This design comes from an exercise in tuning for small area on the open sky130 flow, not from production work.
The RTL was checked by simulation tests, not by an equivalence proof against the original design.
Power is estimated from default activity; no workload was simulated.

[flow/design.v]
`timescale 1ns/10ps
`default_nettype none
package bn_data_pkg;
  typedef logic signed [16-1:0] bn_data_t;
  typedef struct packed {
    logic signed [16-1:0] gamma;
    logic signed [16-1:0] beta;
  } bn_param_t;
  typedef struct packed {
    bn_data_t             data;
    logic [3-1:0] idx;
    logic                 last;
  } bn_sample_t;
  typedef struct packed {
    logic signed [16-1:0] mean;
    logic [4:0]                   k;
  } bn_stats_t;
  typedef struct packed {
    bn_data_t data;
    logic     first;
  } bn_replay_t;
endpackage
`default_nettype wire
`timescale 1ns/10ps
`default_nettype none
package bn_ctrl_pkg;
  typedef enum logic {
    MODE_BYPASS = 1'b0,
    MODE_TRAIN  = 1'b1
  } bn_mode_e;
  typedef enum logic {
    ST_IDLE   = 1'b0,
    ST_GATHER = 1'b1
  } stats_state_e;
  typedef enum logic {
    RP_IDLE = 1'b0,
    RP_RUN  = 1'b1
  } replay_state_e;
endpackage
`default_nettype wire
`timescale 1ns/10ps
`default_nettype none
module bn_mac (input wire [16:0] a, input wire [15:0] b, input wire [15:0] beta, output wire [16:0] q);
  wire one0 = b[0] ^ 1'b0;
  wire two0 = (b[1] & ~b[0] & ~1'b0) | (~b[1] & b[0] & 1'b0);
  wire neg0 = b[1];
  wire n1; bpp_c u1 (.one(one0), .ak(a[0]), .two(two0), .akm1(1'b0), .neg(neg0), .pp(n1));
  wire n2; bpp_c u2 (.one(one0), .ak(a[1]), .two(two0), .akm1(a[0]), .neg(neg0), .pp(n2));
  wire n3; bpp_c u3 (.one(one0), .ak(a[2]), .two(two0), .akm1(a[1]), .neg(neg0), .pp(n3));
  wire n4; bpp_c u4 (.one(one0), .ak(a[3]), .two(two0), .akm1(a[2]), .neg(neg0), .pp(n4));
  wire n5; bpp_c u5 (.one(one0), .ak(a[4]), .two(two0), .akm1(a[3]), .neg(neg0), .pp(n5));
  wire n6; bpp_c u6 (.one(one0), .ak(a[5]), .two(two0), .akm1(a[4]), .neg(neg0), .pp(n6));
  wire n7; bpp_c u7 (.one(one0), .ak(a[6]), .two(two0), .akm1(a[5]), .neg(neg0), .pp(n7));
  wire n8; bpp_c u8 (.one(one0), .ak(a[7]), .two(two0), .akm1(a[6]), .neg(neg0), .pp(n8));
  wire n9; bpp_c u9 (.one(one0), .ak(a[8]), .two(two0), .akm1(a[7]), .neg(neg0), .pp(n9));
  wire n10; bpp_c u10 (.one(one0), .ak(a[9]), .two(two0), .akm1(a[8]), .neg(neg0), .pp(n10));
  wire n11; bpp_c u11 (.one(one0), .ak(a[10]), .two(two0), .akm1(a[9]), .neg(neg0), .pp(n11));
  wire n12; bpp_c u12 (.one(one0), .ak(a[11]), .two(two0), .akm1(a[10]), .neg(neg0), .pp(n12));
  wire n13; bpp_c u13 (.one(one0), .ak(a[12]), .two(two0), .akm1(a[11]), .neg(neg0), .pp(n13));
  wire n14; bpp_c u14 (.one(one0), .ak(a[13]), .two(two0), .akm1(a[12]), .neg(neg0), .pp(n14));
  wire n15; bpp_c u15 (.one(one0), .ak(a[14]), .two(two0), .akm1(a[13]), .neg(neg0), .pp(n15));
  wire n16; bpp_c u16 (.one(one0), .ak(a[15]), .two(two0), .akm1(a[14]), .neg(neg0), .pp(n16));
  wire n17; bpp_c u17 (.one(one0), .ak(a[16]), .two(two0), .akm1(a[15]), .neg(neg0), .pp(n17));
  wire n18; bpp_cn u18 (.one(one0), .ak(a[16]), .two(two0), .akm1(a[16]), .neg(neg0), .pp(n18));
  wire one1 = b[2] ^ b[1];
  wire two1 = (b[3] & ~b[2] & ~b[1]) | (~b[3] & b[2] & b[1]);
  wire neg1 = b[3];
  wire n19; bpp_c u19 (.one(one1), .ak(a[0]), .two(two1), .akm1(1'b0), .neg(neg1), .pp(n19));
  wire n20; bpp_c u20 (.one(one1), .ak(a[1]), .two(two1), .akm1(a[0]), .neg(neg1), .pp(n20));
  wire n21; bpp_c u21 (.one(one1), .ak(a[2]), .two(two1), .akm1(a[1]), .neg(neg1), .pp(n21));
  wire n22; bpp_c u22 (.one(one1), .ak(a[3]), .two(two1), .akm1(a[2]), .neg(neg1), .pp(n22));
  wire n23; bpp_c u23 (.one(one1), .ak(a[4]), .two(two1), .akm1(a[3]), .neg(neg1), .pp(n23));
  wire n24; bpp_c u24 (.one(one1), .ak(a[5]), .two(two1), .akm1(a[4]), .neg(neg1), .pp(n24));
  wire n25; bpp_c u25 (.one(one1), .ak(a[6]), .two(two1), .akm1(a[5]), .neg(neg1), .pp(n25));
  wire n26; bpp_c u26 (.one(one1), .ak(a[7]), .two(two1), .akm1(a[6]), .neg(neg1), .pp(n26));
  wire n27; bpp_c u27 (.one(one1), .ak(a[8]), .two(two1), .akm1(a[7]), .neg(neg1), .pp(n27));
  wire n28; bpp_c u28 (.one(one1), .ak(a[9]), .two(two1), .akm1(a[8]), .neg(neg1), .pp(n28));
  wire n29; bpp_c u29 (.one(one1), .ak(a[10]), .two(two1), .akm1(a[9]), .neg(neg1), .pp(n29));
  wire n30; bpp_c u30 (.one(one1), .ak(a[11]), .two(two1), .akm1(a[10]), .neg(neg1), .pp(n30));
  wire n31; bpp_c u31 (.one(one1), .ak(a[12]), .two(two1), .akm1(a[11]), .neg(neg1), .pp(n31));
  wire n32; bpp_c u32 (.one(one1), .ak(a[13]), .two(two1), .akm1(a[12]), .neg(neg1), .pp(n32));
  wire n33; bpp_c u33 (.one(one1), .ak(a[14]), .two(two1), .akm1(a[13]), .neg(neg1), .pp(n33));
  wire n34; bpp_c u34 (.one(one1), .ak(a[15]), .two(two1), .akm1(a[14]), .neg(neg1), .pp(n34));
  wire n35; bpp_c u35 (.one(one1), .ak(a[16]), .two(two1), .akm1(a[15]), .neg(neg1), .pp(n35));
  wire n36; bpp_cn u36 (.one(one1), .ak(a[16]), .two(two1), .akm1(a[16]), .neg(neg1), .pp(n36));
  wire one2 = b[4] ^ b[3];
  wire two2 = (b[5] & ~b[4] & ~b[3]) | (~b[5] & b[4] & b[3]);
  wire neg2 = b[5];
  wire n37; bpp_c u37 (.one(one2), .ak(a[0]), .two(two2), .akm1(1'b0), .neg(neg2), .pp(n37));
  wire n38; bpp_c u38 (.one(one2), .ak(a[1]), .two(two2), .akm1(a[0]), .neg(neg2), .pp(n38));
  wire n39; bpp_c u39 (.one(one2), .ak(a[2]), .two(two2), .akm1(a[1]), .neg(neg2), .pp(n39));
  wire n40; bpp_c u40 (.one(one2), .ak(a[3]), .two(two2), .akm1(a[2]), .neg(neg2), .pp(n40));
  wire n41; bpp_c u41 (.one(one2), .ak(a[4]), .two(two2), .akm1(a[3]), .neg(neg2), .pp(n41));
  wire n42; bpp_c u42 (.one(one2), .ak(a[5]), .two(two2), .akm1(a[4]), .neg(neg2), .pp(n42));
  wire n43; bpp_c u43 (.one(one2), .ak(a[6]), .two(two2), .akm1(a[5]), .neg(neg2), .pp(n43));
  wire n44; bpp_c u44 (.one(one2), .ak(a[7]), .two(two2), .akm1(a[6]), .neg(neg2), .pp(n44));
  wire n45; bpp_c u45 (.one(one2), .ak(a[8]), .two(two2), .akm1(a[7]), .neg(neg2), .pp(n45));
  wire n46; bpp_c u46 (.one(one2), .ak(a[9]), .two(two2), .akm1(a[8]), .neg(neg2), .pp(n46));
  wire n47; bpp_c u47 (.one(one2), .ak(a[10]), .two(two2), .akm1(a[9]), .neg(neg2), .pp(n47));
  wire n48; bpp_c u48 (.one(one2), .ak(a[11]), .two(two2), .akm1(a[10]), .neg(neg2), .pp(n48));
  wire n49; bpp_c u49 (.one(one2), .ak(a[12]), .two(two2), .akm1(a[11]), .neg(neg2), .pp(n49));
  wire n50; bpp_c u50 (.one(one2), .ak(a[13]), .two(two2), .akm1(a[12]), .neg(neg2), .pp(n50));
  wire n51; bpp_c u51 (.one(one2), .ak(a[14]), .two(two2), .akm1(a[13]), .neg(neg2), .pp(n51));
  wire n52; bpp_c u52 (.one(one2), .ak(a[15]), .two(two2), .akm1(a[14]), .neg(neg2), .pp(n52));
  wire n53; bpp_c u53 (.one(one2), .ak(a[16]), .two(two2), .akm1(a[15]), .neg(neg2), .pp(n53));
  wire n54; bpp_cn u54 (.one(one2), .ak(a[16]), .two(two2), .akm1(a[16]), .neg(neg2), .pp(n54));
  wire one3 = b[6] ^ b[5];
  wire two3 = (b[7] & ~b[6] & ~b[5]) | (~b[7] & b[6] & b[5]);
  wire neg3 = b[7];
  wire n55; bpp_c u55 (.one(one3), .ak(a[0]), .two(two3), .akm1(1'b0), .neg(neg3), .pp(n55));
  wire n56; bpp_c u56 (.one(one3), .ak(a[1]), .two(two3), .akm1(a[0]), .neg(neg3), .pp(n56));
  wire n57; bpp_c u57 (.one(one3), .ak(a[2]), .two(two3), .akm1(a[1]), .neg(neg3), .pp(n57));
  wire n58; bpp_c u58 (.one(one3), .ak(a[3]), .two(two3), .akm1(a[2]), .neg(neg3), .pp(n58));
  wire n59; bpp_c u59 (.one(one3), .ak(a[4]), .two(two3), .akm1(a[3]), .neg(neg3), .pp(n59));
  wire n60; bpp_c u60 (.one(one3), .ak(a[5]), .two(two3), .akm1(a[4]), .neg(neg3), .pp(n60));
  wire n61; bpp_c u61 (.one(one3), .ak(a[6]), .two(two3), .akm1(a[5]), .neg(neg3), .pp(n61));
  wire n62; bpp_c u62 (.one(one3), .ak(a[7]), .two(two3), .akm1(a[6]), .neg(neg3), .pp(n62));
  wire n63; bpp_c u63 (.one(one3), .ak(a[8]), .two(two3), .akm1(a[7]), .neg(neg3), .pp(n63));
  wire n64; bpp_c u64 (.one(one3), .ak(a[9]), .two(two3), .akm1(a[8]), .neg(neg3), .pp(n64));
  wire n65; bpp_c u65 (.one(one3), .ak(a[10]), .two(two3), .akm1(a[9]), .neg(neg3), .pp(n65));
  wire n66; bpp_c u66 (.one(one3), .ak(a[11]), .two(two3), .akm1(a[10]), .neg(neg3), .pp(n66));
  wire n67; bpp_c u67 (.one(one3), .ak(a[12]), .two(two3), .akm1(a[11]), .neg(neg3), .pp(n67));
  wire n68; bpp_c u68 (.one(one3), .ak(a[13]), .two(two3), .akm1(a[12]), .neg(neg3), .pp(n68));
  wire n69; bpp_c u69 (.one(one3), .ak(a[14]), .two(two3), .akm1(a[13]), .neg(neg3), .pp(n69));
  wire n70; bpp_c u70 (.one(one3), .ak(a[15]), .two(two3), .akm1(a[14]), .neg(neg3), .pp(n70));
  wire n71; bpp_c u71 (.one(one3), .ak(a[16]), .two(two3), .akm1(a[15]), .neg(neg3), .pp(n71));
  wire n72; bpp_cn u72 (.one(one3), .ak(a[16]), .two(two3), .akm1(a[16]), .neg(neg3), .pp(n72));
  wire one4 = b[8] ^ b[7];
  wire two4 = (b[9] & ~b[8] & ~b[7]) | (~b[9] & b[8] & b[7]);
  wire neg4 = b[9];
  wire n73; bpp_c u73 (.one(one4), .ak(a[0]), .two(two4), .akm1(1'b0), .neg(neg4), .pp(n73));
  wire n74; bpp_c u74 (.one(one4), .ak(a[1]), .two(two4), .akm1(a[0]), .neg(neg4), .pp(n74));
  wire n75; bpp_c u75 (.one(one4), .ak(a[2]), .two(two4), .akm1(a[1]), .neg(neg4), .pp(n75));
  wire n76; bpp_c u76 (.one(one4), .ak(a[3]), .two(two4), .akm1(a[2]), .neg(neg4), .pp(n76));
  wire n77; bpp_c u77 (.one(one4), .ak(a[4]), .two(two4), .akm1(a[3]), .neg(neg4), .pp(n77));
  wire n78; bpp_c u78 (.one(one4), .ak(a[5]), .two(two4), .akm1(a[4]), .neg(neg4), .pp(n78));
  wire n79; bpp_c u79 (.one(one4), .ak(a[6]), .two(two4), .akm1(a[5]), .neg(neg4), .pp(n79));
  wire n80; bpp_c u80 (.one(one4), .ak(a[7]), .two(two4), .akm1(a[6]), .neg(neg4), .pp(n80));
  wire n81; bpp_c u81 (.one(one4), .ak(a[8]), .two(two4), .akm1(a[7]), .neg(neg4), .pp(n81));
  wire n82; bpp_c u82 (.one(one4), .ak(a[9]), .two(two4), .akm1(a[8]), .neg(neg4), .pp(n82));
  wire n83; bpp_c u83 (.one(one4), .ak(a[10]), .two(two4), .akm1(a[9]), .neg(neg4), .pp(n83));
  wire n84; bpp_c u84 (.one(one4), .ak(a[11]), .two(two4), .akm1(a[10]), .neg(neg4), .pp(n84));
  wire n85; bpp_c u85 (.one(one4), .ak(a[12]), .two(two4), .akm1(a[11]), .neg(neg4), .pp(n85));
  wire n86; bpp_c u86 (.one(one4), .ak(a[13]), .two(two4), .akm1(a[12]), .neg(neg4), .pp(n86));
  wire n87; bpp_c u87 (.one(one4), .ak(a[14]), .two(two4), .akm1(a[13]), .neg(neg4), .pp(n87));
  wire n88; bpp_c u88 (.one(one4), .ak(a[15]), .two(two4), .akm1(a[14]), .neg(neg4), .pp(n88));
  wire n89; bpp_c u89 (.one(one4), .ak(a[16]), .two(two4), .akm1(a[15]), .neg(neg4), .pp(n89));
  wire n90; bpp_cn u90 (.one(one4), .ak(a[16]), .two(two4), .akm1(a[16]), .neg(neg4), .pp(n90));
  wire one5 = b[10] ^ b[9];
  wire two5 = (b[11] & ~b[10] & ~b[9]) | (~b[11] & b[10] & b[9]);
  wire neg5 = b[11];
  wire n91; bpp_c u91 (.one(one5), .ak(a[0]), .two(two5), .akm1(1'b0), .neg(neg5), .pp(n91));
  wire n92; bpp_c u92 (.one(one5), .ak(a[1]), .two(two5), .akm1(a[0]), .neg(neg5), .pp(n92));
  wire n93; bpp_c u93 (.one(one5), .ak(a[2]), .two(two5), .akm1(a[1]), .neg(neg5), .pp(n93));
  wire n94; bpp_c u94 (.one(one5), .ak(a[3]), .two(two5), .akm1(a[2]), .neg(neg5), .pp(n94));
  wire n95; bpp_c u95 (.one(one5), .ak(a[4]), .two(two5), .akm1(a[3]), .neg(neg5), .pp(n95));
  wire n96; bpp_c u96 (.one(one5), .ak(a[5]), .two(two5), .akm1(a[4]), .neg(neg5), .pp(n96));
  wire n97; bpp_c u97 (.one(one5), .ak(a[6]), .two(two5), .akm1(a[5]), .neg(neg5), .pp(n97));
  wire n98; bpp_c u98 (.one(one5), .ak(a[7]), .two(two5), .akm1(a[6]), .neg(neg5), .pp(n98));
  wire n99; bpp_c u99 (.one(one5), .ak(a[8]), .two(two5), .akm1(a[7]), .neg(neg5), .pp(n99));
  wire n100; bpp_c u100 (.one(one5), .ak(a[9]), .two(two5), .akm1(a[8]), .neg(neg5), .pp(n100));
  wire n101; bpp_c u101 (.one(one5), .ak(a[10]), .two(two5), .akm1(a[9]), .neg(neg5), .pp(n101));
  wire n102; bpp_c u102 (.one(one5), .ak(a[11]), .two(two5), .akm1(a[10]), .neg(neg5), .pp(n102));
  wire n103; bpp_c u103 (.one(one5), .ak(a[12]), .two(two5), .akm1(a[11]), .neg(neg5), .pp(n103));
  wire n104; bpp_c u104 (.one(one5), .ak(a[13]), .two(two5), .akm1(a[12]), .neg(neg5), .pp(n104));
  wire n105; bpp_c u105 (.one(one5), .ak(a[14]), .two(two5), .akm1(a[13]), .neg(neg5), .pp(n105));
  wire n106; bpp_c u106 (.one(one5), .ak(a[15]), .two(two5), .akm1(a[14]), .neg(neg5), .pp(n106));
  wire n107; bpp_c u107 (.one(one5), .ak(a[16]), .two(two5), .akm1(a[15]), .neg(neg5), .pp(n107));
  wire n108; bpp_cn u108 (.one(one5), .ak(a[16]), .two(two5), .akm1(a[16]), .neg(neg5), .pp(n108));
  wire one6 = b[12] ^ b[11];
  wire two6 = (b[13] & ~b[12] & ~b[11]) | (~b[13] & b[12] & b[11]);
  wire neg6 = b[13];
  wire n109; bpp_c u109 (.one(one6), .ak(a[0]), .two(two6), .akm1(1'b0), .neg(neg6), .pp(n109));
  wire n110; bpp_c u110 (.one(one6), .ak(a[1]), .two(two6), .akm1(a[0]), .neg(neg6), .pp(n110));
  wire n111; bpp_c u111 (.one(one6), .ak(a[2]), .two(two6), .akm1(a[1]), .neg(neg6), .pp(n111));
  wire n112; bpp_c u112 (.one(one6), .ak(a[3]), .two(two6), .akm1(a[2]), .neg(neg6), .pp(n112));
  wire n113; bpp_c u113 (.one(one6), .ak(a[4]), .two(two6), .akm1(a[3]), .neg(neg6), .pp(n113));
  wire n114; bpp_c u114 (.one(one6), .ak(a[5]), .two(two6), .akm1(a[4]), .neg(neg6), .pp(n114));
  wire n115; bpp_c u115 (.one(one6), .ak(a[6]), .two(two6), .akm1(a[5]), .neg(neg6), .pp(n115));
  wire n116; bpp_c u116 (.one(one6), .ak(a[7]), .two(two6), .akm1(a[6]), .neg(neg6), .pp(n116));
  wire n117; bpp_c u117 (.one(one6), .ak(a[8]), .two(two6), .akm1(a[7]), .neg(neg6), .pp(n117));
  wire n118; bpp_c u118 (.one(one6), .ak(a[9]), .two(two6), .akm1(a[8]), .neg(neg6), .pp(n118));
  wire n119; bpp_c u119 (.one(one6), .ak(a[10]), .two(two6), .akm1(a[9]), .neg(neg6), .pp(n119));
  wire n120; bpp_c u120 (.one(one6), .ak(a[11]), .two(two6), .akm1(a[10]), .neg(neg6), .pp(n120));
  wire n121; bpp_c u121 (.one(one6), .ak(a[12]), .two(two6), .akm1(a[11]), .neg(neg6), .pp(n121));
  wire n122; bpp_c u122 (.one(one6), .ak(a[13]), .two(two6), .akm1(a[12]), .neg(neg6), .pp(n122));
  wire n123; bpp_c u123 (.one(one6), .ak(a[14]), .two(two6), .akm1(a[13]), .neg(neg6), .pp(n123));
  wire n124; bpp_c u124 (.one(one6), .ak(a[15]), .two(two6), .akm1(a[14]), .neg(neg6), .pp(n124));
  wire n125; bpp_c u125 (.one(one6), .ak(a[16]), .two(two6), .akm1(a[15]), .neg(neg6), .pp(n125));
  wire n126; bpp_cn u126 (.one(one6), .ak(a[16]), .two(two6), .akm1(a[16]), .neg(neg6), .pp(n126));
  wire one7 = b[14] ^ b[13];
  wire two7 = (b[15] & ~b[14] & ~b[13]) | (~b[15] & b[14] & b[13]);
  wire neg7 = b[15];
  wire n127; bpp_c u127 (.one(one7), .ak(a[0]), .two(two7), .akm1(1'b0), .neg(neg7), .pp(n127));
  wire n128; bpp_c u128 (.one(one7), .ak(a[1]), .two(two7), .akm1(a[0]), .neg(neg7), .pp(n128));
  wire n129; bpp_c u129 (.one(one7), .ak(a[2]), .two(two7), .akm1(a[1]), .neg(neg7), .pp(n129));
  wire n130; bpp_c u130 (.one(one7), .ak(a[3]), .two(two7), .akm1(a[2]), .neg(neg7), .pp(n130));
  wire n131; bpp_c u131 (.one(one7), .ak(a[4]), .two(two7), .akm1(a[3]), .neg(neg7), .pp(n131));
  wire n132; bpp_c u132 (.one(one7), .ak(a[5]), .two(two7), .akm1(a[4]), .neg(neg7), .pp(n132));
  wire n133; bpp_c u133 (.one(one7), .ak(a[6]), .two(two7), .akm1(a[5]), .neg(neg7), .pp(n133));
  wire n134; bpp_c u134 (.one(one7), .ak(a[7]), .two(two7), .akm1(a[6]), .neg(neg7), .pp(n134));
  wire n135; bpp_c u135 (.one(one7), .ak(a[8]), .two(two7), .akm1(a[7]), .neg(neg7), .pp(n135));
  wire n136; bpp_c u136 (.one(one7), .ak(a[9]), .two(two7), .akm1(a[8]), .neg(neg7), .pp(n136));
  wire n137; bpp_c u137 (.one(one7), .ak(a[10]), .two(two7), .akm1(a[9]), .neg(neg7), .pp(n137));
  wire n138; bpp_c u138 (.one(one7), .ak(a[11]), .two(two7), .akm1(a[10]), .neg(neg7), .pp(n138));
  wire n139; bpp_c u139 (.one(one7), .ak(a[12]), .two(two7), .akm1(a[11]), .neg(neg7), .pp(n139));
  wire n140; bpp_c u140 (.one(one7), .ak(a[13]), .two(two7), .akm1(a[12]), .neg(neg7), .pp(n140));
  wire n141; bpp_c u141 (.one(one7), .ak(a[14]), .two(two7), .akm1(a[13]), .neg(neg7), .pp(n141));
  wire n142; bpp_c u142 (.one(one7), .ak(a[15]), .two(two7), .akm1(a[14]), .neg(neg7), .pp(n142));
  wire n143; bpp_c u143 (.one(one7), .ak(a[16]), .two(two7), .akm1(a[15]), .neg(neg7), .pp(n143));
  wire n144; bpp_cn u144 (.one(one7), .ak(a[16]), .two(two7), .akm1(a[16]), .neg(neg7), .pp(n144));
  wire n145 = ~beta[15];
  wire n146 = ~n18;
  wire n147 = ~n35;
  wire n148 = ~n53;
  wire n149 = ~n71;
  wire n150 = ~n89;
  wire n151 = ~n107;
  wire n152 = ~n125;
  wire n153 = ~n143;
  wire n154 = ~beta[11];
  wire n155 = ~beta[12];
  wire n156 = ~beta[13];
  wire n157 = ~beta[14];
  wire n158, n159; ha_c u145 (.a(n11), .b(n27), .s(n158), .co(n159));
  wire n160, n161; ha_c u146 (.a(n12), .b(n28), .s(n160), .co(n161));
  wire n162, n163; fa_c u147 (.a(n13), .b(n29), .c(n45), .s(n162), .co(n163));
  wire n164, n165; ha_c u148 (.a(n61), .b(n77), .s(n164), .co(n165));
  wire n166, n167; fa_c u149 (.a(n14), .b(n30), .c(n46), .s(n166), .co(n167));
  wire n168, n169; ha_c u150 (.a(n62), .b(n78), .s(n168), .co(n169));
  wire n170, n171; fa_c u151 (.a(n15), .b(n31), .c(n47), .s(n170), .co(n171));
  wire n172, n173; fa_c u152 (.a(n63), .b(n79), .c(n95), .s(n172), .co(n173));
  wire n174, n175; ha_c u153 (.a(n111), .b(n127), .s(n174), .co(n175));
  wire n176, n177; fa_c u154 (.a(n16), .b(n32), .c(n48), .s(n176), .co(n177));
  wire n178, n179; fa_c u155 (.a(n64), .b(n80), .c(n96), .s(n178), .co(n179));
  wire n180, n181; ha_c u156 (.a(n112), .b(n128), .s(n180), .co(n181));
  wire n182, n183; fa_c u157 (.a(n17), .b(n33), .c(n49), .s(n182), .co(n183));
  wire n184, n185; fa_c u158 (.a(n65), .b(n81), .c(n97), .s(n184), .co(n185));
  wire n186, n187; ha_c u159 (.a(n113), .b(n129), .s(n186), .co(n187));
  wire n188, n189; fa_c u160 (.a(n34), .b(n50), .c(n66), .s(n188), .co(n189));
  wire n190, n191; fa_c u161 (.a(n82), .b(n98), .c(n114), .s(n190), .co(n191));
  wire n192, n193; ha_c u162 (.a(n130), .b(n146), .s(n192), .co(n193));
  wire n194, n195; fa_c u163 (.a(n51), .b(n67), .c(n83), .s(n194), .co(n195));
  wire n196, n197; fa_c u164 (.a(n99), .b(n115), .c(n131), .s(n196), .co(n197));
  wire n198, n199; ha_c u165 (.a(n18), .b(n147), .s(n198), .co(n199));
  wire n200, n201; fa_c u166 (.a(n36), .b(n52), .c(n68), .s(n200), .co(n201));
  wire n202, n203; fa_c u167 (.a(n84), .b(n100), .c(n116), .s(n202), .co(n203));
  wire n204, n205; ha_c u168 (.a(n132), .b(n35), .s(n204), .co(n205));
  wire n206, n207; fa_c u169 (.a(n69), .b(n85), .c(n101), .s(n206), .co(n207));
  wire n208, n209; ha_c u170 (.a(n117), .b(n133), .s(n208), .co(n209));
  wire n210, n211; fa_c u171 (.a(n54), .b(n70), .c(n86), .s(n210), .co(n211));
  wire n212, n213; fa_c u172 (.a(n102), .b(n118), .c(n134), .s(n212), .co(n213));
  wire n214, n215; fa_c u173 (.a(n87), .b(n103), .c(n119), .s(n214), .co(n215));
  wire n216, n217; fa_c u174 (.a(n72), .b(n88), .c(n104), .s(n216), .co(n217));
  wire n218, n219; ha_c u175 (.a(n7), .b(n23), .s(n218), .co(n219));
  wire n220, n221; ha_c u176 (.a(n8), .b(n24), .s(n220), .co(n221));
  wire n222, n223; fa_c u177 (.a(n9), .b(n25), .c(n41), .s(n222), .co(n223));
  wire n224, n225; ha_c u178 (.a(n57), .b(n73), .s(n224), .co(n225));
  wire n226, n227; fa_c u179 (.a(n10), .b(n26), .c(n42), .s(n226), .co(n227));
  wire n228, n229; ha_c u180 (.a(n58), .b(n74), .s(n228), .co(n229));
  wire n230, n231; fa_c u181 (.a(n43), .b(n59), .c(n75), .s(n230), .co(n231));
  wire n232, n233; fa_c u182 (.a(n91), .b(neg5), .c(n158), .s(n232), .co(n233));
  wire n234, n235; fa_c u183 (.a(n44), .b(n60), .c(n76), .s(n234), .co(n235));
  wire n236, n237; fa_c u184 (.a(n92), .b(n160), .c(n159), .s(n236), .co(n237));
  wire n238, n239; fa_c u185 (.a(n93), .b(n109), .c(neg6), .s(n238), .co(n239));
  wire n240, n241; fa_c u186 (.a(n162), .b(n164), .c(n161), .s(n240), .co(n241));
  wire n242, n243; fa_c u187 (.a(n94), .b(n110), .c(n166), .s(n242), .co(n243));
  wire n244, n245; fa_c u188 (.a(n168), .b(n163), .c(n165), .s(n244), .co(n245));
  wire n246, n247; fa_c u189 (.a(neg7), .b(n170), .c(n172), .s(n246), .co(n247));
  wire n248, n249; fa_c u190 (.a(n174), .b(n167), .c(n169), .s(n248), .co(n249));
  wire n250, n251; fa_c u191 (.a(n176), .b(n178), .c(n180), .s(n250), .co(n251));
  wire n252, n253; fa_c u192 (.a(n171), .b(n173), .c(n175), .s(n252), .co(n253));
  wire n254, n255; fa_c u193 (.a(n182), .b(n184), .c(n186), .s(n254), .co(n255));
  wire n256, n257; fa_c u194 (.a(n177), .b(n179), .c(n181), .s(n256), .co(n257));
  wire n258, n259; fa_c u195 (.a(n188), .b(n190), .c(n192), .s(n258), .co(n259));
  wire n260, n261; fa_c u196 (.a(n183), .b(n185), .c(n187), .s(n260), .co(n261));
  wire n262, n263; fa_c u197 (.a(n194), .b(n196), .c(n198), .s(n262), .co(n263));
  wire n264, n265; fa_c u198 (.a(n189), .b(n191), .c(n193), .s(n264), .co(n265));
  wire n266, n267; fa_c u199 (.a(n200), .b(n202), .c(n204), .s(n266), .co(n267));
  wire n268, n269; fa_c u200 (.a(n195), .b(n197), .c(n199), .s(n268), .co(n269));
  wire n270, n271; fa_c u201 (.a(n148), .b(n206), .c(n208), .s(n270), .co(n271));
  wire n272, n273; fa_c u202 (.a(n201), .b(n203), .c(n205), .s(n272), .co(n273));
  wire n274, n275; fa_c u203 (.a(beta[0]), .b(n53), .c(n210), .s(n274), .co(n275));
  wire n276, n277; fa_c u204 (.a(n212), .b(n207), .c(n209), .s(n276), .co(n277));
  wire n278, n279; fa_c u205 (.a(n135), .b(beta[1]), .c(n149), .s(n278), .co(n279));
  wire n280, n281; fa_c u206 (.a(n214), .b(n211), .c(n213), .s(n280), .co(n281));
  wire n282, n283; fa_c u207 (.a(n120), .b(n136), .c(beta[2]), .s(n282), .co(n283));
  wire n284, n285; fa_c u208 (.a(n71), .b(n216), .c(n215), .s(n284), .co(n285));
  wire n286, n287; fa_c u209 (.a(n105), .b(n121), .c(n137), .s(n286), .co(n287));
  wire n288, n289; fa_c u210 (.a(beta[3]), .b(n150), .c(n217), .s(n288), .co(n289));
  wire n290, n291; fa_c u211 (.a(n90), .b(n106), .c(n122), .s(n290), .co(n291));
  wire n292, n293; fa_c u212 (.a(n138), .b(beta[4]), .c(n89), .s(n292), .co(n293));
  wire n294, n295; fa_c u213 (.a(n123), .b(n139), .c(beta[5]), .s(n294), .co(n295));
  wire n296, n297; fa_c u214 (.a(n108), .b(n124), .c(n140), .s(n296), .co(n297));
  wire n298, n299; ha_c u215 (.a(n5), .b(n21), .s(n298), .co(n299));
  wire n300, n301; ha_c u216 (.a(n6), .b(n22), .s(n300), .co(n301));
  wire n302, n303; fa_c u217 (.a(n39), .b(n55), .c(neg3), .s(n302), .co(n303));
  wire n304, n305; fa_c u218 (.a(n40), .b(n56), .c(n220), .s(n304), .co(n305));
  wire n306, n307; fa_c u219 (.a(neg4), .b(n222), .c(n224), .s(n306), .co(n307));
  wire n308, n309; fa_c u220 (.a(n226), .b(n228), .c(n223), .s(n308), .co(n309));
  wire n310, n311; fa_c u221 (.a(n230), .b(n232), .c(n227), .s(n310), .co(n311));
  wire n312, n313; fa_c u222 (.a(n234), .b(n236), .c(n231), .s(n312), .co(n313));
  wire n314, n315; fa_c u223 (.a(n238), .b(n240), .c(n235), .s(n314), .co(n315));
  wire n316, n317; fa_c u224 (.a(n242), .b(n244), .c(n239), .s(n316), .co(n317));
  wire n318, n319; fa_c u225 (.a(n246), .b(n248), .c(n243), .s(n318), .co(n319));
  wire n320, n321; fa_c u226 (.a(n250), .b(n252), .c(n247), .s(n320), .co(n321));
  wire n322, n323; fa_c u227 (.a(n254), .b(n256), .c(n251), .s(n322), .co(n323));
  wire n324, n325; fa_c u228 (.a(n258), .b(n260), .c(n255), .s(n324), .co(n325));
  wire n326, n327; fa_c u229 (.a(n262), .b(n264), .c(n259), .s(n326), .co(n327));
  wire n328, n329; fa_c u230 (.a(n266), .b(n268), .c(n263), .s(n328), .co(n329));
  wire n330, n331; fa_c u231 (.a(n270), .b(n272), .c(n267), .s(n330), .co(n331));
  wire n332, n333; fa_c u232 (.a(n274), .b(n276), .c(n271), .s(n332), .co(n333));
  wire n334, n335; fa_c u233 (.a(n278), .b(n280), .c(n275), .s(n334), .co(n335));
  wire n336, n337; fa_c u234 (.a(n282), .b(n284), .c(n279), .s(n336), .co(n337));
  wire n338, n339; fa_c u235 (.a(n286), .b(n288), .c(n283), .s(n338), .co(n339));
  wire n340, n341; fa_c u236 (.a(n290), .b(n292), .c(n287), .s(n340), .co(n341));
  wire n342, n343; fa_c u237 (.a(n151), .b(n294), .c(n291), .s(n342), .co(n343));
  wire n344, n345; fa_c u238 (.a(beta[6]), .b(n107), .c(n296), .s(n344), .co(n345));
  wire n346, n347; fa_c u239 (.a(n141), .b(beta[7]), .c(n152), .s(n346), .co(n347));
  wire n348, n349; fa_c u240 (.a(n126), .b(n142), .c(beta[8]), .s(n348), .co(n349));
  wire n350, n351; ha_c u241 (.a(n3), .b(n19), .s(n350), .co(n351));
  wire n352, n353; ha_c u242 (.a(n4), .b(n20), .s(n352), .co(n353));
  wire n354, n355; fa_c u243 (.a(n37), .b(neg2), .c(n298), .s(n354), .co(n355));
  wire n356, n357; fa_c u244 (.a(n38), .b(n300), .c(n299), .s(n356), .co(n357));
  wire n358, n359; fa_c u245 (.a(n218), .b(n302), .c(n301), .s(n358), .co(n359));
  wire n360, n361; fa_c u246 (.a(n219), .b(n304), .c(n303), .s(n360), .co(n361));
  wire n362, n363; fa_c u247 (.a(n221), .b(n306), .c(n305), .s(n362), .co(n363));
  wire n364, n365; fa_c u248 (.a(n225), .b(n308), .c(n307), .s(n364), .co(n365));
  wire n366, n367; fa_c u249 (.a(n229), .b(n310), .c(n309), .s(n366), .co(n367));
  wire n368, n369; fa_c u250 (.a(n233), .b(n312), .c(n311), .s(n368), .co(n369));
  wire n370, n371; fa_c u251 (.a(n237), .b(n314), .c(n313), .s(n370), .co(n371));
  wire n372, n373; fa_c u252 (.a(n241), .b(n316), .c(n315), .s(n372), .co(n373));
  wire n374, n375; fa_c u253 (.a(n245), .b(n318), .c(n317), .s(n374), .co(n375));
  wire n376, n377; fa_c u254 (.a(n249), .b(n320), .c(n319), .s(n376), .co(n377));
  wire n378, n379; fa_c u255 (.a(n253), .b(n322), .c(n321), .s(n378), .co(n379));
  wire n380, n381; fa_c u256 (.a(n257), .b(n324), .c(n323), .s(n380), .co(n381));
  wire n382, n383; fa_c u257 (.a(n261), .b(n326), .c(n325), .s(n382), .co(n383));
  wire n384, n385; fa_c u258 (.a(n265), .b(n328), .c(n327), .s(n384), .co(n385));
  wire n386, n387; fa_c u259 (.a(n269), .b(n330), .c(n329), .s(n386), .co(n387));
  wire n388, n389; fa_c u260 (.a(n273), .b(n332), .c(n331), .s(n388), .co(n389));
  wire n390, n391; fa_c u261 (.a(n277), .b(n334), .c(n333), .s(n390), .co(n391));
  wire n392, n393; fa_c u262 (.a(n281), .b(n336), .c(n335), .s(n392), .co(n393));
  wire n394, n395; fa_c u263 (.a(n285), .b(n338), .c(n337), .s(n394), .co(n395));
  wire n396, n397; fa_c u264 (.a(n289), .b(n340), .c(n339), .s(n396), .co(n397));
  wire n398, n399; fa_c u265 (.a(n293), .b(n342), .c(n341), .s(n398), .co(n399));
  wire n400, n401; fa_c u266 (.a(n295), .b(n344), .c(n343), .s(n400), .co(n401));
  wire n402, n403; fa_c u267 (.a(n297), .b(n346), .c(n345), .s(n402), .co(n403));
  wire n404, n405; fa_c u268 (.a(n125), .b(n348), .c(n347), .s(n404), .co(n405));
  wire n406, n407; fa_c u269 (.a(beta[9]), .b(n153), .c(n349), .s(n406), .co(n407));
  wire n408, n409; fa_c u270 (.a(n144), .b(beta[10]), .c(n143), .s(n408), .co(n409));
  wire n410 = n1 & neg0;
  wire n411 = n2 & n410;
  wire n412; maj_c u271 (.a(neg1), .b(n350), .c(n411), .co(n412));
  wire n413; maj_c u272 (.a(n352), .b(n351), .c(n412), .co(n413));
  wire n414; maj_c u273 (.a(n354), .b(n353), .c(n413), .co(n414));
  wire n415; maj_c u274 (.a(n356), .b(n355), .c(n414), .co(n415));
  wire n416; maj_c u275 (.a(n358), .b(n357), .c(n415), .co(n416));
  wire n417; maj_c u276 (.a(n360), .b(n359), .c(n416), .co(n417));
  wire n418; maj_c u277 (.a(n362), .b(n361), .c(n417), .co(n418));
  wire n419; maj_c u278 (.a(n364), .b(n363), .c(n418), .co(n419));
  wire n420; maj_c u279 (.a(n366), .b(n365), .c(n419), .co(n420));
  wire n421; maj_c u280 (.a(n368), .b(n367), .c(n420), .co(n421));
  wire n422; maj_c u281 (.a(n370), .b(n369), .c(n421), .co(n422));
  wire n423; maj_c u282 (.a(n372), .b(n371), .c(n422), .co(n423));
  wire n424; maj_c u283 (.a(n374), .b(n373), .c(n423), .co(n424));
  wire n425; maj_c u284 (.a(n376), .b(n375), .c(n424), .co(n425));
  wire n426; maj_c u285 (.a(n378), .b(n377), .c(n425), .co(n426));
  wire n427; maj_c u286 (.a(n380), .b(n379), .c(n426), .co(n427));
  wire n428; maj_c u287 (.a(n382), .b(n381), .c(n427), .co(n428));
  wire n429; maj_c u288 (.a(n384), .b(n383), .c(n428), .co(n429));
  wire n430; maj_c u289 (.a(n386), .b(n385), .c(n429), .co(n430));
  wire n431, n432; ha_c u290 (.a(n388), .b(n387), .s(n431), .co(n432));
  wire n433; xor_c u291 (.a(n431), .b(n430), .y(n433));
  wire n434; ao_c u292 (.g(n432), .p(n431), .c(n430), .co(n434));
  wire n435, n436; ha_c u293 (.a(n390), .b(n389), .s(n435), .co(n436));
  wire n437; xor_c u294 (.a(n435), .b(n434), .y(n437));
  wire n438; ao_c u295 (.g(n436), .p(n435), .c(n434), .co(n438));
  wire n439, n440; ha_c u296 (.a(n392), .b(n391), .s(n439), .co(n440));
  wire n441; xor_c u297 (.a(n439), .b(n438), .y(n441));
  wire n442; ao_c u298 (.g(n440), .p(n439), .c(n438), .co(n442));
  wire n443, n444; ha_c u299 (.a(n394), .b(n393), .s(n443), .co(n444));
  wire n445; xor_c u300 (.a(n443), .b(n442), .y(n445));
  wire n446; ao_c u301 (.g(n444), .p(n443), .c(n442), .co(n446));
  wire n447, n448; ha_c u302 (.a(n396), .b(n395), .s(n447), .co(n448));
  wire n449; xor_c u303 (.a(n447), .b(n446), .y(n449));
  wire n450; ao_c u304 (.g(n448), .p(n447), .c(n446), .co(n450));
  wire n451, n452; ha_c u305 (.a(n398), .b(n397), .s(n451), .co(n452));
  wire n453; xor_c u306 (.a(n451), .b(n450), .y(n453));
  wire n454; ao_c u307 (.g(n452), .p(n451), .c(n450), .co(n454));
  wire n455, n456; ha_c u308 (.a(n400), .b(n399), .s(n455), .co(n456));
  wire n457; xor_c u309 (.a(n455), .b(n454), .y(n457));
  wire n458; ao_c u310 (.g(n456), .p(n455), .c(n454), .co(n458));
  wire n459, n460; ha_c u311 (.a(n402), .b(n401), .s(n459), .co(n460));
  wire n461; xor_c u312 (.a(n459), .b(n458), .y(n461));
  wire n462; ao_c u313 (.g(n460), .p(n459), .c(n458), .co(n462));
  wire n463, n464; ha_c u314 (.a(n404), .b(n403), .s(n463), .co(n464));
  wire n465; xor_c u315 (.a(n463), .b(n462), .y(n465));
  wire n466; ao_c u316 (.g(n464), .p(n463), .c(n462), .co(n466));
  wire n467, n468; ha_c u317 (.a(n406), .b(n405), .s(n467), .co(n468));
  wire n469; xor_c u318 (.a(n467), .b(n466), .y(n469));
  wire n470; ao_c u319 (.g(n468), .p(n467), .c(n466), .co(n470));
  wire n471, n472; ha_c u320 (.a(n408), .b(n407), .s(n471), .co(n472));
  wire n473; xor_c u321 (.a(n471), .b(n470), .y(n473));
  wire n474; ao_c u322 (.g(n472), .p(n471), .c(n470), .co(n474));
  wire n475, n476; ha_c u323 (.a(n154), .b(n409), .s(n475), .co(n476));
  wire n477; xor_c u324 (.a(n475), .b(n474), .y(n477));
  wire n478; ao_c u325 (.g(n476), .p(n475), .c(n474), .co(n478));
  wire n479, n480; ha_c u326 (.a(beta[11]), .b(n155), .s(n479), .co(n480));
  wire n481; xor_c u327 (.a(n479), .b(n478), .y(n481));
  wire n482; ao_c u328 (.g(n480), .p(n479), .c(n478), .co(n482));
  wire n483, n484; ha_c u329 (.a(beta[12]), .b(n156), .s(n483), .co(n484));
  wire n485; xor_c u330 (.a(n483), .b(n482), .y(n485));
  wire n486; ao_c u331 (.g(n484), .p(n483), .c(n482), .co(n486));
  wire n487, n488; ha_c u332 (.a(beta[13]), .b(n157), .s(n487), .co(n488));
  wire n489; xor_c u333 (.a(n487), .b(n486), .y(n489));
  wire n490; ao_c u334 (.g(n488), .p(n487), .c(n486), .co(n490));
  wire n491, n492; ha_c u335 (.a(n145), .b(beta[14]), .s(n491), .co(n492));
  wire n493; xor_c u336 (.a(n491), .b(n490), .y(n493));
  wire n494; ao_c u337 (.g(n492), .p(n491), .c(n490), .co(n494));
  wire n495, n496; ha_c u338 (.a(1'b1), .b(n494), .s(n495), .co(n496));
  assign q = {n495, n493, n489, n485, n481, n477, n473, n469, n465, n461, n457, n453, n449, n445, n441, n437, n433};
endmodule
module fa_c (input wire a, input wire b, input wire c, output wire s, output wire co);
  assign s  = a ^ b ^ c;
  assign co = (a & b) | (c & (a ^ b));
endmodule
module ha_c (input wire a, input wire b, output wire s, output wire co);
  assign s  = a ^ b;
  assign co = a & b;
endmodule
module maj_c (input wire a, input wire b, input wire c, output wire co);
  assign co = (a & b) | (c & (a ^ b));
endmodule
module bpp_c (input wire one, input wire ak, input wire two, input wire akm1, input wire neg, output wire pp);
  assign pp = ((one & ak) | (two & akm1)) ^ neg;
endmodule
module bpp_cn (input wire one, input wire ak, input wire two, input wire akm1, input wire neg, output wire pp);
  assign pp = ~(((one & ak) | (two & akm1)) ^ neg);
endmodule
module ao_c (input wire g, input wire p, input wire c, output wire co);
  assign co = g | (p & c);
endmodule
module xor_c (input wire a, input wire b, output wire y);
  assign y = a ^ b;
endmodule
`default_nettype wire
`timescale 1ns/10ps
`default_nettype none
module bn_top
(
  input  logic           clk_i,
  input  logic           rst_n_i,
  input  logic [15:0]    x_i,
  input  logic           x_valid_i,
  input  logic           mode_i,
  input  logic [31:0]    param_i,
  input  logic           param_valid_i,
  output logic [15:0]    y_o,
  output logic           y_valid_o
);
  logic [15:0] mem_q [8];
  logic [2:0]  idx_q;        
  logic [2:0]  rp_idx_q;     
  logic        rp_on_q;      
  logic        pv_q;         
  logic        byp_q;        
  logic [18:0] sum_q;
  logic [15:0] mx_q, mn_q;
  logic [15:0] mean_q;
  logic [3:0]  sh_q;               
  logic [15:0] gam_q, bet_q;       
  logic [15:0] bgam_q, bbet_q;     
  logic [16:0] p_q;
  logic train, restart, last, first;
  assign train   = x_valid_i && mode_i;
  assign restart = (idx_q == 3'd0);
  assign last    = train && (idx_q == 3'd7);
  assign first   = rp_on_q && (rp_idx_q == 3'd0);
  logic [7:0]  rsel;
  logic [15:0] rd;
  always_comb begin
    rd = '0;
    for (int i = 0; i < 8; i++) begin
      rsel[i] = (rp_idx_q == 3'(i));
      rd = rd | ({16{rsel[i]}} & mem_q[i]);
    end
  end
  always_ff @(posedge clk_i) begin
    for (int i = 0; i < 8; i++)
      if (x_valid_i && idx_q == 3'(i)) mem_q[i] <= x_i;
  end
  logic [18:0] sum_nx;
  logic        x_gt, x_lt;
  rc_add #(.W(19)) u_sum (
    .a  (sum_q & {19{!restart}}),
    .b  ({{3{x_i[15]}}, x_i}),
    .ci (1'b0),
    .s  (sum_nx)
  );
  rc_carry #(.W(16)) u_gt (
    .a  ({~x_i[15], x_i[14:0]}),
    .b  (~{~mx_q[15], mx_q[14:0]}),
    .ci (1'b0),
    .co (x_gt)
  );
  rc_carry #(.W(16)) u_lt (
    .a  ({~mn_q[15], mn_q[14:0]}),
    .b  (~{~x_i[15], x_i[14:0]}),
    .ci (1'b0),
    .co (x_lt)
  );
  always_ff @(posedge clk_i) begin
    if (train) sum_q <= sum_nx;
    if (train && (restart || x_gt)) mx_q <= x_i;
    if (train && (restart || x_lt)) mn_q <= x_i;
    if (last) mean_q <= sum_nx[18:3];
  end
  logic [15:0] range;
  logic [3:0]  sh_nx, sh;
  rc_add #(.W(16)) u_range (.a(mx_q), .b(~mn_q), .ci(1'b1), .s(range));
  always_comb begin
    sh_nx = 4'd13;
    for (int i = 3; i < 16; i++)
      if (range[i]) sh_nx = 4'(15 - i);
  end
  assign sh = first ? sh_nx : sh_q;
  logic [16:0] diff, dsh;
  rc_add #(.W(17)) u_diff (
    .a  ({rd[15], rd}),
    .b  (~{mean_q[15], mean_q}),
    .ci (1'b1),
    .s  (diff)
  );
  assign dsh = diff << sh;
  always_ff @(posedge clk_i) begin
    if (first) begin
      sh_q   <= sh_nx;
      bgam_q <= gam_q;
      bbet_q <= bet_q;
    end
    p_q <= dsh;
  end
  logic [16:0] acc;
  logic [15:0] y_nx;
  bn_mac u_mac (.a(p_q), .b(bgam_q), .beta(bbet_q), .q(acc));
  assign y_nx = (acc[16] != acc[15]) ? {acc[16], {15{!acc[16]}}} : acc[15:0];
  always_ff @(posedge clk_i) begin
    y_o <= pv_q ? y_nx : rd;
  end
  always_ff @(posedge clk_i) begin
    if (!rst_n_i) begin
      idx_q     <= '0;
      rp_idx_q  <= '0;
      rp_on_q   <= 1'b0;
      pv_q      <= 1'b0;
      byp_q     <= 1'b0;
      y_valid_o <= 1'b0;
      gam_q     <= 16'h0100;
      bet_q     <= '0;
    end else begin
      if (train) idx_q <= idx_q + 3'd1;
      if (rp_on_q) rp_idx_q <= rp_idx_q + 3'd1;
      rp_on_q   <= last || (rp_on_q && rp_idx_q != 3'd7);
      pv_q      <= rp_on_q;
      byp_q     <= x_valid_i && !mode_i;
      y_valid_o <= pv_q || byp_q;
      if (param_valid_i) begin
        gam_q <= param_i[31:16];
        bet_q <= param_i[15:0];
      end
    end
  end
endmodule
module rc_add #(parameter int W = 8)
(
  input  wire [W-1:0] a,
  input  wire [W-1:0] b,
  input  wire         ci,
  output wire [W-1:0] s
);
  wire [W:0] c;
  assign c[0] = ci;
  genvar i;
  generate for (i = 0; i < W; i++) begin : g_bit
    if (i == W-1) begin : g_top
      assign s[i] = a[i] ^ b[i] ^ c[i];
    end else begin : g_fa
      fa_c u_fa (.a(a[i]), .b(b[i]), .c(c[i]), .s(s[i]), .co(c[i+1]));
    end
  end endgenerate
endmodule
module rc_carry #(parameter int W = 8)
(
  input  wire [W-1:0] a,
  input  wire [W-1:0] b,
  input  wire         ci,
  output wire         co
);
  wire [W:0] c;
  assign c[0] = ci;
  genvar i;
  generate for (i = 0; i < W; i++) begin : g_bit
    maj_c u_maj (.a(a[i]), .b(b[i]), .c(c[i]), .co(c[i+1]));
  end endgenerate
  assign co = c[W];
endmodule
`default_nettype wire
[flow/run.sh]
#!/bin/bash
# synth_recipe.tcl (not shown) runs the flow's synth.tcl, then flattens the netlist and writes it again
# the make line also repeats each setting of config.mk as NAME=value (left out here)
make -C /OpenROAD-flow-scripts/flow DESIGN_CONFIG=/design/flow/config.mk WORK_HOME=/design/flow/orfs CLKGATE_MAP_FILE= SYNTH_SCRIPT=/design/flow/synth_recipe.tcl finish
[flow/config.mk]
export PLATFORM = sky130hd
export DESIGN_NAME = bn_top
export DESIGN_NICKNAME = bn_top
export VERILOG_FILES = /design/flow/design.v
export SDC_FILE = /design/flow/constraint.sdc
export NUM_CORES = 4
export LEC_CHECK = 0
export CAP_MARGIN = 20
export CORE_MARGIN = 2
export CORE_UTILIZATION = 40
export SLEW_MARGIN = 20
export SYNTH_HIERARCHICAL = 1
[flow/constraint.sdc]
create_clock -name core_clock -period 15.0 [get_ports {clk_i}]
set_input_delay 3.0000 -clock core_clock [delete_from_list [all_inputs] [get_ports {clk_i}]]
set_output_delay 3.0000 -clock core_clock [all_outputs]
set_load 0.01 [all_outputs]
==> results of run 1 <==
## cell type report
type	count	share of cell area [%]
Sequential cell	306	36.8
Clock buffer	39	3.57
Clock inverter	16	0.861
Multi-Input combinational cell	1044	48.7
Inverter	92	1.56
Timing Repair Buffer	123	4.78
Tap cell	672	3.68
## modules after synthesis, one instance, submodules excluded, a selection
| module | flops+latches | cells inside | copies in the design |
|---|---|---|---|
| ha_c | 0 | 1 | 36 |
| maj_c | 0 | 2 | 51 |
| xor_c | 0 | 1 | 16 |
| bn_mac | 0 | 62 | 1 |
| fa_c | 0 | 1 | 156 |
| bpp_c | 0 | 2 | 136 |
| bpp_cn | 0 | 2 | 8 |
| ao_c | 0 | 1 | 16 |
## how the worst max path moves through the flow
| stage | from | slack, ns | cells past startpoint | endpoint |
|---|---|---|---|---|
| floorplan | bgam_q[3] | 4.33 | 44 | y_o[10] |
| global placement | x_i[0] | 3.70 | 20 | mean_q[15] |
| detailed placement | x_i[0] | 3.55 | 20 | sum_q[18] |
| CTS | x_i[0] | 4.18 | 20 | mean_q[15] |
| global route | x_i[0] | 3.98 | 20 | sum_q[18] |
| finish | x_i[0] | 4.25 | 20 | sum_q[18] |
## cells in the mapped netlist, drive strengths merged, types with 2 or more instances
| cell type | number | share of area [%] |
|---|---|---|
| a211oi | 2 | 0.075 |
| nand2 | 26 | 0.49 |
| o21a | 2 | 0.075 |
| nor2b | 34 | 1.1 |
| edfxtp | 227 | 34 |
| nand2b | 10 | 0.31 |
| buf | 27 | 0.98 |
| inv | 92 | 1.8 |
| o211a | 2 | 0.10 |
| o21ai | 11 | 0.27 |
| and3 | 8 | 0.25 |
| nand3 | 4 | 0.10 |
| fa | 156 | 16 |
| nor2 | 61 | 1.2 |
| nor3 | 3 | 0.075 |
| conb | 4 | 0.075 |
| a221o | 16 | 0.80 |
| o31a | 3 | 0.13 |
| dfxtp | 79 | 7.9 |
| a21o | 67 | 2.5 |
| clkbuf | 31 | 0.58 |
| ha | 99 | 6.2 |
| o22ai | 7 | 0.22 |
| a222oi | 32 | 1.6 |
| a21oi | 43 | 1.1 |
| a22oi | 145 | 9.0 |
| xnor2 | 137 | 6.0 |
| xor2 | 32 | 1.4 |
| nand3b | 7 | 0.32 |
| xor3 | 3 | 0.36 |
| mux2i | 79 | 3.9 |
| mux2 | 2 | 0.11 |
| a32oi | 2 | 0.087 |
| and2 | 25 | 0.78 |
## kinds of logic after synthesis
kind of cell / count (synthesis)
buffers and inverters: 150
DFF: 306
and+or+nand+nor: 181
AOI/OAI and AO/OA: 341
other: 4
xor gates and xnor gates: 172
adders and majority gates: 255
muxes: 81
## worst max-delay path: cells and delay by family
family | cells | cell delay (ns)
XOR/XNOR | 1 | 0.21
buffers and inverters | 1 | 0.65
adder cells (fa/ha/maj) | 18 | 7.21
## per-layer routing
layer | wire, µm | GRT usage, % | vias up
met4 | 904 | 4.35 | 0
met3 | 1630 | 1.61 | 40
li1 | - | - | 5625
met1 | 20700 | 24.4 | 6162
met5 | 0 | 0 | -
met2 | 21400 | 28.9 | 248
## layout by cell type, fill, tap and decap left out, types with 59 or more instances in the layout
cell | synthesis | final
fa_1 | 156 | 156
a22oi_2 | 144 | 144
a21o_1 | 67 | 67
mux2i_1 | 79 | 79
inv_1 | 87 | 87
xnor2_1 | 137 | 137
edfxtp_1 | 227 | 227
ha_1 | 99 | 99
clkdlybuf4s50_1 | 0 | 68
nor2_1 | 59 | 59
dfxtp_1 | 79 | 79
## per-stage QoR
step                      cells  total power, mW  hold WS (ns)  setup slack [ns]
final                      2292             2.27         0.430              4.25
after CTS                  2292             2.30         0.433              4.18
after global placement     2237             1.51         0.412              3.70
after floorplan            1500             1.45         0.405              4.33
after global routing       2292             2.41         0.441              3.98
after detailed placement   2237             1.52         0.418              3.55
## power by group
| part | internal, mW | total, mW | switching (mW) |
|---|---|---|---|
| clock | 0.452 | 0.769 | 0.318 |
| sequential | 0.946 | 0.958 | 0.0121 |
| combinational | 0.245 | 0.546 | 0.301 |
==> results.json, run 1 <==
{
  "outcome": "timing/DRC/antenna clean",
  "dp_hpwl_um": 30500,
  "grt_pass1_wl_um": 72300,
  "muxShareOfSynthArea_pct": 4.06,
  "post-route-drc-count": 0,
  "yosysUniqueCellTypes": 60,
  "yosysWarnings": 8,
  "grt_overflow": 0,
  "hold_start": "bet_q[13]",
  "p_per_area_nw_per_um2": 99.6,
  "clock-root-buffer": "clkbuf_16",
  "core_um2": 49900,
  "p_leak_nw": 8.76,
  "initial_utilization_pct": 40.2,
  "cts_buffers": 30,
  "dr.first_iter.drc_count": 840,
  "syn_to_final_growth_pct": 13.8,
  "synth_xor_area_share_pct": 7.74,
  "r2r_start": "bgam_q[1]",
  "ctsHoldBuffers": 0,
  "critPathCaptureType": "register",
  "fp.dieH_um": 228,
  "hold_depth": 0,
  "fmax_mhz": 93.0,
  "vias": 12100,
  "clkTransAtPathRegs_ns": 0.06,
  "critPathMaxFanout": 13,
  "drv_slew": 0,
  "fin_skew_ns": 0.0393,
  "syn_inst": 1490,
  "syn_area_per_cell_um2": 13.5,
  "tns_ns": 0,
  "synthAdderAreaFrac_pct": 21.8,
  "firstDrtPassIters": 7,
  "synthFlopType": "edfxtp_1",
  "clkLatencyLatePin_ns": 0.59,
  "critical_path_required_ns": 15.32,
  "async_flop_share_pct": 0,
  "reg_top3": "mem_q x128, sum_q x19, p_q x17",
  "worst_ep_arrival_time_ns": 11.07,
  "portBuffers": 69,
  "post_cts_resized": 0,
  "start_kind": "input pin",
  "grt_pass1_vias": 12900,
  "regMostFlops": "mem_q",
  "grt_usage_pct": 17.3,
  "place_area_um2": 21800,
  "reg2regPathDepth": 42,
  "vias_per_cell": 5.27,
  "die_area_um2": 51900,
  "ir_drop_uv": 95.0,
  "fin_area_um2": 22800,
  "seq_area_frac_synth_pct": 41.9,
  "rsz0062_at_grt": "no",
  "gp_congestion": 0.840,
  "slowest_stage": "clkdlybuf4s50_1",
  "cts_tree": "built",
  "synthSimpleGateAreaFrac_pct": 4.68,
  "max-slew-margin-rel_pct": 29.6,
  "synth-edff-count": 227,
  "critPathKind": "in2reg",
  "netlist_area_um2": 20000,
  "register_area_um2": 8400,
  "clock_path_buffers": 3,
  "ys_ff_latch": 306,
  "min_path_type": "reg2reg",
  "slowest_delay_ns": 0.65,
  "num_antenna_cells": 0,
  "drtAntennaViolNets": 0,
  "antenna_found_initial": 0,
  "synth_compound_area_share_pct": 16.5,
  "fin_crit_ns": 10.75,
  "synth_top_family_by_area": "adder cells",
  "core.rowCount": 82,
  "post-cts-setup-buffer-count": 0,
  "r2r_slack_ns": 5.36,
  "io-pin-count": 70,
  "fin_util_pct": 45.8,
  "max_slew.worst_pin.slew_ns": 1.05,
  "multiInputGateArea_um2": 11100,
  "final_layout_size_suffix_gt1_share_pct": 16.5,
  "min_to": "bbet_q[13]",
  "die_width_um": 228,
  "wl_per_cell_um": 19.5,
  "largest_reg_flops": 128,
  "maxCapViolCount": 0,
  "fin_nets": 1905,
  "wl_um": 44600,
  "crit_path_cell_trace": "clkdlybuf4s50_1, fa_1, fa_1, fa_1, fa_1, fa_1, fa_1, fa_1, fa_1, fa_1, fa_1, fa_1, fa_1, fa_1, fa_1, fa_1, fa_1, fa_1, fa_1, xor3_1",
  "hold_viol_final": 0,
  "htree_levels": 1,
  "cts_num_sinks": 306,
  "num-fill-cells": 4538,
  "cp_common_cell": "fa_1",
  "finalCritPeriodShare_pct": 71.7,
  "grt_start_max_net_pins": 43,
  "r2r_end": "y_o[2]",
  "setup_viol": 0
}
==> run 2: changes to the inputs <==
==> flow/flow/run.sh (new file) <==
#!/bin/bash
# Standard ORFS layout with three changes: combinational cells upsized by
# synthesis start at drive strength 1, the clock tree has no dummy loads, and
# non-critical gates are downsized after global routing (RECOVER_POWER).
set -euo pipefail
export RESULTS=$PWD/orfs/results/${FLOW_PLATFORM:-sky130hd}/bn_top/base
bash standard.sh synth > synth.log 2>&1
openroad -no_init -exit flow/downsize.tcl > downsize.log 2>&1
bash standard.sh RECOVER_POWER=100 \
  "CTS_ARGS=-sink_clustering_enable -repair_clock_nets -dont_use_dummy_load" \
  finish > layout.log 2>&1
==> flow/flow/downsize.tcl (new file) <==
# Set every combinational cell that synthesis upsized back to its smallest
# drive strength (_1); placement and timing repair upsize again where needed.
# Registers, tie cells and buffers are left alone.
set R $::env(RESULTS)
read_db $R/1_synth.odb
set db [ord::get_db]
set block [ord::get_db_block]
set n 0
foreach inst [$block getInsts] {
  set m [[$inst getMaster] getName]
  if {![regexp {^(sky130_fd_sc_hd__([a-z0-9]+))_([0-9]+)$} $m -> base kind sz]} { continue }
  if {$sz <= 1} { continue }
  if {[regexp {^(df|edf|sdf|dl|conb|tap|fill|decap|clk|buf|dlygate|probe|lpflow)} $kind]} { continue }
  set new [$db findMaster ${base}_1]
  if {$new eq "NULL" || $new eq ""} { continue }
  $inst swapMaster $new
  incr n
}
puts "downsized $n instances"
write_db $R/1_synth.odb
==> flow/standard.sh (new file) <==
#!/bin/bash
# synth_recipe.tcl (not shown) runs the flow's synth.tcl, then flattens the netlist and writes it again
# the make line also repeats each setting of config.mk as NAME=value (left out here)
make -C /OpenROAD-flow-scripts/flow DESIGN_CONFIG=/design/flow/config.mk WORK_HOME=/design/flow/orfs CLKGATE_MAP_FILE= SYNTH_SCRIPT=/design/flow/synth_recipe.tcl "${@:-finish}"
removed: flow/run.sh
==> run 2 against run 1 <==
The layout now fails its checks (max-capacitance violations, max-slew violations). Area after synthesis decreased by 3.9%. Core utilization decreased by 0.49 points. Via count increased by 0.60%. Critical endpoint is now y_o[3]. Largest power group unchanged. Highest routed layer unchanged.
==> results.json, run 2 <==
{
  "antenna_found_initial": 1,
  "critPathMaxFanout": 24,
  "post-cts-setup-buffer-count": 0,
  "outcome": "finished with violations",
  "cp_common_cell": "a21o_1",
  "rsz0062_at_grt": "no",
  "drv_slew": 120,
  "p_seq_share_pct": 45.0,
  "syn_inst": 1490,
  "final_cell_mix": "edfxtp_1, fa_1, a22oi_1, xnor2_1, ha_1",
  "htree_levels": 1,
  "finalCritPeriodShare_pct": 76.4,
  "grt_start_max_net_pins": 43,
  "ir_drop_uv": 95.8,
  "ctsHoldBuffers": 0,
  "setup_viol": 0,
  "grt_pass1_vias": 12900,
  "firstDrtPassIters": 5,
  "syn_to_final_growth_pct": 12.0,
  "grt_usage_pct": 17.5,
  "power.switching_mw": 0.599,
  "p_sw_share_pct": 28.0,
  "fin_nets": 1901,
  "slowest_stage": "o22ai_1",
  "wl_um": 43100,
  "num-fill-cells": 4365,
  "layout_commonest_cell": "edfxtp_1",
  "grt_pass1_wl_um": 69600,
  "internal-power_mw": 1.54,
  "netlist_area_um2": 19300,
  "regMostFlops": "mem_q",
  "final_layout_size_suffix_gt1_share_pct": 4.46,
  "initial_utilization_pct": 40.4,
  "dr.first_iter.drc_count": 1094,
  "fmax_mhz": 87.3,
  "die_area_um2": 49900,
  "wl_per_cell_um": 19.5,
  "core_um2": 47600,
  "drtAntennaViolNets": 0,
  "so_faults": "max-capacitance violations, max-slew violations",
  "p_leak_nw": 8.50,
  "fp.dieH_um": 223,
  "die_width_um": 223,
  "fin_skew_ns": 0.0507,
  "fin_crit_ns": 11.46,
  "max_slew.worst_pin.slew_ns": 1.93,
  "hold_viol_final": 0,
  "multiInputGateArea_um2": 10300,
  "clkTransAtPathRegs_ns": 0.06,
  "yosysWarnings": 8,
  "cts_tree": "built",
  "critical_path_required_ns": 15.41,
  "clock_path_buffers": 3,
  "post-route-drc-count": 0,
  "clkLatencyLatePin_ns": 0.57,
  "vias": 12100,
  "syn_area_per_cell_um2": 12.9,
  "maxCapViolCount": 4,
  "largest_reg_flops": 128,
  "vias_per_cell": 5.50,
  "portBuffers": 69,
  "start_kind": "register",
  "grt_overflow": 0,
  "worst_ep_arrival_time_ns": 11.87,
  "slowest_delay_ns": 1.45,
  "post_cts_resized": 0,
  "max-slew-margin-rel_pct": -28.6,
  "min_path_type": "reg2reg",
  "power.share.clock_pct": 30.2,
  "combPwrFrac_pct": 24.8,
  "dp_hpwl_um": 29400,
  "io-pin-count": 70,
  "cts_num_sinks": 306,
  "p_per_area_nw_per_um2": 99.2,
  "tns_ns": 0,
  "gp_congestion": 0.856,
  "core.rowCount": 80,
  "clock-root-buffer": "clkbuf_16",
  "cts_buffers": 31,
  "critPathKind": "reg2reg",
  "register_area_um2": 8400,
  "critPathCaptureType": "register",
  "reg_top3": "mem_q x128, sum_q x19, p_q x17",
  "whs_ns": 0.410
}
==> run 2: critical path, delay by kind of cell, from the launching register on <==
kind,cells,cell delay [ns]
compound gates,31,6.66
simple gates,2,0.24
flops,1,0.31
fa+ha+maj,5,2.48
buf+inv,1,1.32
xor+xnor,1,0.31
==> run 2: power by group through the flow <==
stage	Clock (mW)	Sequential (mW)	Combinational [mW]
global route	0.698	0.967	0.603
finish	0.646	0.964	0.531
CTS	0.667	0.964	0.541
global placement	0	0.981	0.525
floorplan	0	0.980	0.462
detailed placement	0	0.982	0.537
==> run 2: per-layer routing <==
| metal | share of wire [%] | vias up | GRT usage (%) |
|---|---|---|---|
| met5 | 0 | - | 0 |
| met4 | 2.0 | 0 | 5.03 |
| met1 | 46 | 6141 | 24.6 |
| met3 | 4.8 | 70 | 2.04 |
| met2 | 47 | 331 | 28.4 |
| li1 | - | 5605 | - |
==> run 2: area by class of cell <==
class | instances | share of cell area, %
inverters | 92 | 1.60
clock buffers | 31 | 3.60
flip-flops and latches | 306 | 38.9
diodes | 1 | 0.0116
repair buffers | 118 | 4.64
multi-input cells | 1044 | 47.7
well taps | 615 | 3.57
==> run 2: path summary, 6_finish.rpt <==
check / from / to / slack (ns) / depth (start not counted)
max: bgam_q[5] / y_o[3] / 3.54 / 40
min: gam_q[8] / bgam_q[8] / 0.41 / 0
max reg2reg: bgam_q[5] / y_o[3] / 3.54 / 40
min reg2reg: gam_q[8] / bgam_q[8] / 0.41 / 0
==> run 2: stage by stage <==
stage / cell area (µm²) / power [mW] / std cells / setup slack, ns / util, %
finish: 21600 / 2.14 / 2207 / 3.54 / 45.3
global route: 21600 / 2.27 / 2207 / 2.82 / 45.3
CTS: 21600 / 2.17 / 2206 / 4.13 / 45.4
detailed placement: 20900 / 1.52 / 2175 / 3.53 / 43.8
global placement: 20800 / 1.51 / 2175 / 3.66 / 43.8
floorplan: 19300 / 1.44 / 1500 / 4.71 / -

what the ideal ports hide:
Ports are ideal in the flow. The routed layouts listed here were re-timed in OpenROAD. Step 1: set_driving_cell puts a clkbuf_16 on clk_i and a buf_2 on each other input, an assumption about the parent block. Step 2 times the ports against the registers' clock, not the clock port: input delays grow and output delays shrink by t, the midpoint of the rising clock arrivals with the driver on. a / b / c = no drivers / after step 1 / after step 2; a / b = the first two.
run | shift t [ns] | setup slack, ns | pins driven straight from the clock port
run 1 | 0.617 | 4.250 / 4.263 / 3.645 | 1
run 2 | 0.603 | 3.539 / 3.539 / 3.539 | 1
The setup slack of run 1, which loses most, moves by +0.013 ns with the drivers and by -0.605 ns with both steps.
